This design comes from an exercise in tuning for small area on the open sky130 flow, not from production work.
No activity file was given, so power comes from the tool's default toggle rates.

## oak
==> flow/design.v <==
package register_file_pkg;
  localparam int RF_N_REGS = 32;
  localparam int RF_DATA_W = 32;
  localparam int RF_ADRS_W = (RF_N_REGS > 1) ? $clog2(RF_N_REGS) : 1;
  localparam int RF_HCYCL = 5;
endpackage
module register_file_rd_port
#(
  parameter int N_REGS = register_file_pkg::RF_N_REGS,
  parameter int DATA_W = register_file_pkg::RF_DATA_W,
  parameter int ADRS_W = register_file_pkg::RF_ADRS_W
) (
  input  logic [ADRS_W-1:0]        rd_adrs,
  input  logic [N_REGS-1:0]        valid,
  input  logic [N_REGS*DATA_W-1:0] regs_flat,
  output logic [DATA_W-1:0]        q
);
  logic [N_REGS-1:0] w_sel;
  genvar gi, gb;
  generate
    for (gi = 0; gi < N_REGS; gi++) begin : g_sel
      assign w_sel[gi] = (rd_adrs == ADRS_W'(gi)) & valid[gi];
    end
    for (gb = 0; gb < DATA_W; gb++) begin : g_bit
      logic [N_REGS-1:0] w_d;
      for (gi = 0; gi < N_REGS; gi++) begin : g_d
        assign w_d[gi] = regs_flat[gi*DATA_W + gb];
      end
      register_file_mux32 u_mux (
        .sel (w_sel),
        .d   (w_d),
        .q   (q[gb])
      );
    end
  endgenerate
endmodule
module register_file_mux32 (
  input  logic [31:0] sel,
  input  logic [31:0] d,
  output logic        q
);
  logic [10:0] w_n;
  logic [2:0]  w_o;
  genvar gi;
  generate
    for (gi = 0; gi < 10; gi++) begin : g_aoi
      register_file_aoi222 u_aoi (
        .a1 (sel[3*gi]),   .a2 (d[3*gi]),
        .b1 (sel[3*gi+1]), .b2 (d[3*gi+1]),
        .c1 (sel[3*gi+2]), .c2 (d[3*gi+2]),
        .y  (w_n[gi])
      );
    end
  endgenerate
  register_file_aoi22 u_aoi_last (
    .a1 (sel[30]), .a2 (d[30]),
    .b1 (sel[31]), .b2 (d[31]),
    .y  (w_n[10])
  );
  register_file_nand4 u_nand_0 (.a (w_n[0]), .b (w_n[1]), .c (w_n[2]), .d (w_n[3]), .y (w_o[0]));
  register_file_nand4 u_nand_1 (.a (w_n[4]), .b (w_n[5]), .c (w_n[6]), .d (w_n[7]), .y (w_o[1]));
  register_file_nand3 u_nand_2 (.a (w_n[8]), .b (w_n[9]), .c (w_n[10]), .y (w_o[2]));
  register_file_or3   u_or     (.a (w_o[0]), .b (w_o[1]), .c (w_o[2]), .y (q));
endmodule
module register_file_aoi222 (
  input  logic a1, a2, b1, b2, c1, c2,
  output logic y
);
  assign y = ~((a1 & a2) | (b1 & b2) | (c1 & c2));
endmodule
module register_file_aoi22 (
  input  logic a1, a2, b1, b2,
  output logic y
);
  assign y = ~((a1 & a2) | (b1 & b2));
endmodule
module register_file_nand4 (
  input  logic a, b, c, d,
  output logic y
);
  assign y = ~(a & b & c & d);
endmodule
module register_file_nand3 (
  input  logic a, b, c,
  output logic y
);
  assign y = ~(a & b & c);
endmodule
module register_file_or3 (
  input  logic a, b, c,
  output logic y
);
  assign y = a | b | c;
endmodule
module register_file
#(
  parameter int N_REGS = register_file_pkg::RF_N_REGS,
  parameter int DATA_W = register_file_pkg::RF_DATA_W,
  parameter int ADRS_W = register_file_pkg::RF_ADRS_W
) (
  input  logic              clk_cpu,
  input  logic              reset,
  input  logic [ADRS_W-1:0] rd_adrs_a,
  input  logic [ADRS_W-1:0] rd_adrs_b,
  input  logic [ADRS_W-1:0] wr_adrs,
  input  logic [DATA_W-1:0] wr_data,
  input  logic              wr_en,
  output logic [DATA_W-1:0] q_a,
  output logic [DATA_W-1:0] q_b
);
  logic [DATA_W-1:0]        r_regs [N_REGS];
  logic [N_REGS-1:0]        r_valid;
  logic [N_REGS-1:0]        w_we;
  logic [N_REGS*DATA_W-1:0] w_regs_flat;
  genvar gi;
  generate
    for (gi = 0; gi < N_REGS; gi++) begin : g_we
      assign w_we[gi] = wr_en & (wr_adrs == ADRS_W'(gi));
    end
  endgenerate
  always_ff @(posedge clk_cpu) begin
    for (int i = 0; i < N_REGS; i++) begin
      if (w_we[i]) begin
        r_regs[i] <= wr_data;
      end
    end
  end
  always_ff @(posedge clk_cpu or posedge reset) begin
    if (reset) begin
      r_valid <= '0;
    end else begin
      r_valid <= r_valid | w_we;
    end
  end
  generate
    for (gi = 0; gi < N_REGS; gi++) begin : g_flat
      assign w_regs_flat[gi*DATA_W +: DATA_W] = r_regs[gi];
    end
  endgenerate
  register_file_rd_port #(
    .N_REGS (N_REGS),
    .DATA_W (DATA_W),
    .ADRS_W (ADRS_W)
  ) u_rd_port_a (
    .rd_adrs   (rd_adrs_a),
    .valid     (r_valid),
    .regs_flat (w_regs_flat),
    .q         (q_a)
  );
  register_file_rd_port #(
    .N_REGS (N_REGS),
    .DATA_W (DATA_W),
    .ADRS_W (ADRS_W)
  ) u_rd_port_b (
    .rd_adrs   (rd_adrs_b),
    .valid     (r_valid),
    .regs_flat (w_regs_flat),
    .q         (q_b)
  );
endmodule
Settings: LEC_CHECK=0, CAP_MARGIN=20, CORE_MARGIN=2, CORE_UTILIZATION=60, PLACE_DENSITY=0.7, SLEW_MARGIN=20, SYNTH_HIERARCHICAL=1, SYNTH_MINIMUM_KEEP_SIZE=0; clock period 6.0 ns.
run.sh (not shown) runs the stock make flow with config.mk's settings and CLKGATE_MAP_FILE= SYNTH_SCRIPT=/design/flow/synth_recipe.tcl, a recipe that flattens the netlist after the stock synthesis.
oak was carried through to the last stage, and its layout satisfied the timing, design-rule and antenna checks.
## Diff of input files: birch against oak
- swapping 60 for 50 in CORE_UTILIZATION
- swapping 0.7 for 0.65 in PLACE_DENSITY
==> flow/flow/run.sh (new file) <==
#!/bin/bash
# Own layout flow: the standard ORFS flow (standard.sh, unchanged synthesis), with
#  - the smallest buffer on the ports (every port still gets one),
#  - CTS with small leaf buffers and no dummy loads.
# Each make run writes its full output to a log file in the work folder; ORFS's own
# per-step logs stay under orfs/logs/.
set -euo pipefail
cd "$(dirname "$0")/.."
bash standard.sh synth > flow_synth.log 2>&1
bash standard.sh \
  BUFFER_PORTS_ARGS="-buffer_cell sky130_fd_sc_hd__buf_1" \
  CTS_ARGS="-sink_clustering_enable -repair_clock_nets -dont_use_dummy_load -buf_list sky130_fd_sc_hd__clkbuf_8 -sink_clustering_size 16" \
  finish > flow_layout.log 2>&1
==> flow/standard.sh (new file) <==
#!/bin/bash
# synth_recipe.tcl (not shown) runs the flow's synth.tcl, then flattens the netlist and writes it again
# the make line also repeats each setting of config.mk as NAME=value (left out here)
make -C /OpenROAD-flow-scripts/flow DESIGN_CONFIG=/design/flow/config.mk WORK_HOME=/design/flow/orfs CLKGATE_MAP_FILE= SYNTH_SCRIPT=/design/flow/synth_recipe.tcl "${@:-finish}"
removed: flow/run.sh
Notes after the runs:
Worst hold path class: flip-flop to flip-flop -> oak, primary input to asynchronous set/reset pin -> birch. Going from oak to birch, number of clock buffer instances in the layout grew by more than 10%. Insertion delay of the later-clocked pin in the worst-skew pair in birch vs oak: up 0.11 ns. Between birch and oak, the max-slew violation count figures differ only marginally. Compare oak and birch | total number of vias higher: oak. birch vs oak: total combinational power down in birch.
Function was not checked in any run of this note: the RTL went through the layout flow alone.

==> re-timing with driven ports <==
The flow's constraints put no driver on any port. The routed layouts listed below were extracted and timed again, unchanged, in two steps.
Step 1 sets driving cells, clkbuf_16 on the clock port and buf_2 on the other inputs (assumed; they add their load-dependent delay and slew).
Step 2, shift: input delay + t, output delay - t, t = (earliest + latest rising clock arrival at the registers) / 2. This alone moves slack from input paths to output paths.
Slacks: no drivers / after step 1 / after step 2; pairs: no drivers / after step 1.
run	shift t [ns]	setup slack, ns	worst hold slack (ns)	worst setup path at the end	worst data-port slew with drivers (ns)
oak	0.730	0.107 / 0.075 / 0.075	0.493 / 0.493 / 0.493	input to output	0.22
birch	0.849	0.873 / 0.826 / 0.826	0.482 / 0.442 / 0.499	input to output	0.15
After both steps every run listed still meets setup and hold. The setup slack of birch, which loses most, moves by -0.047 ns with the drivers and by -0.047 ns with both steps.
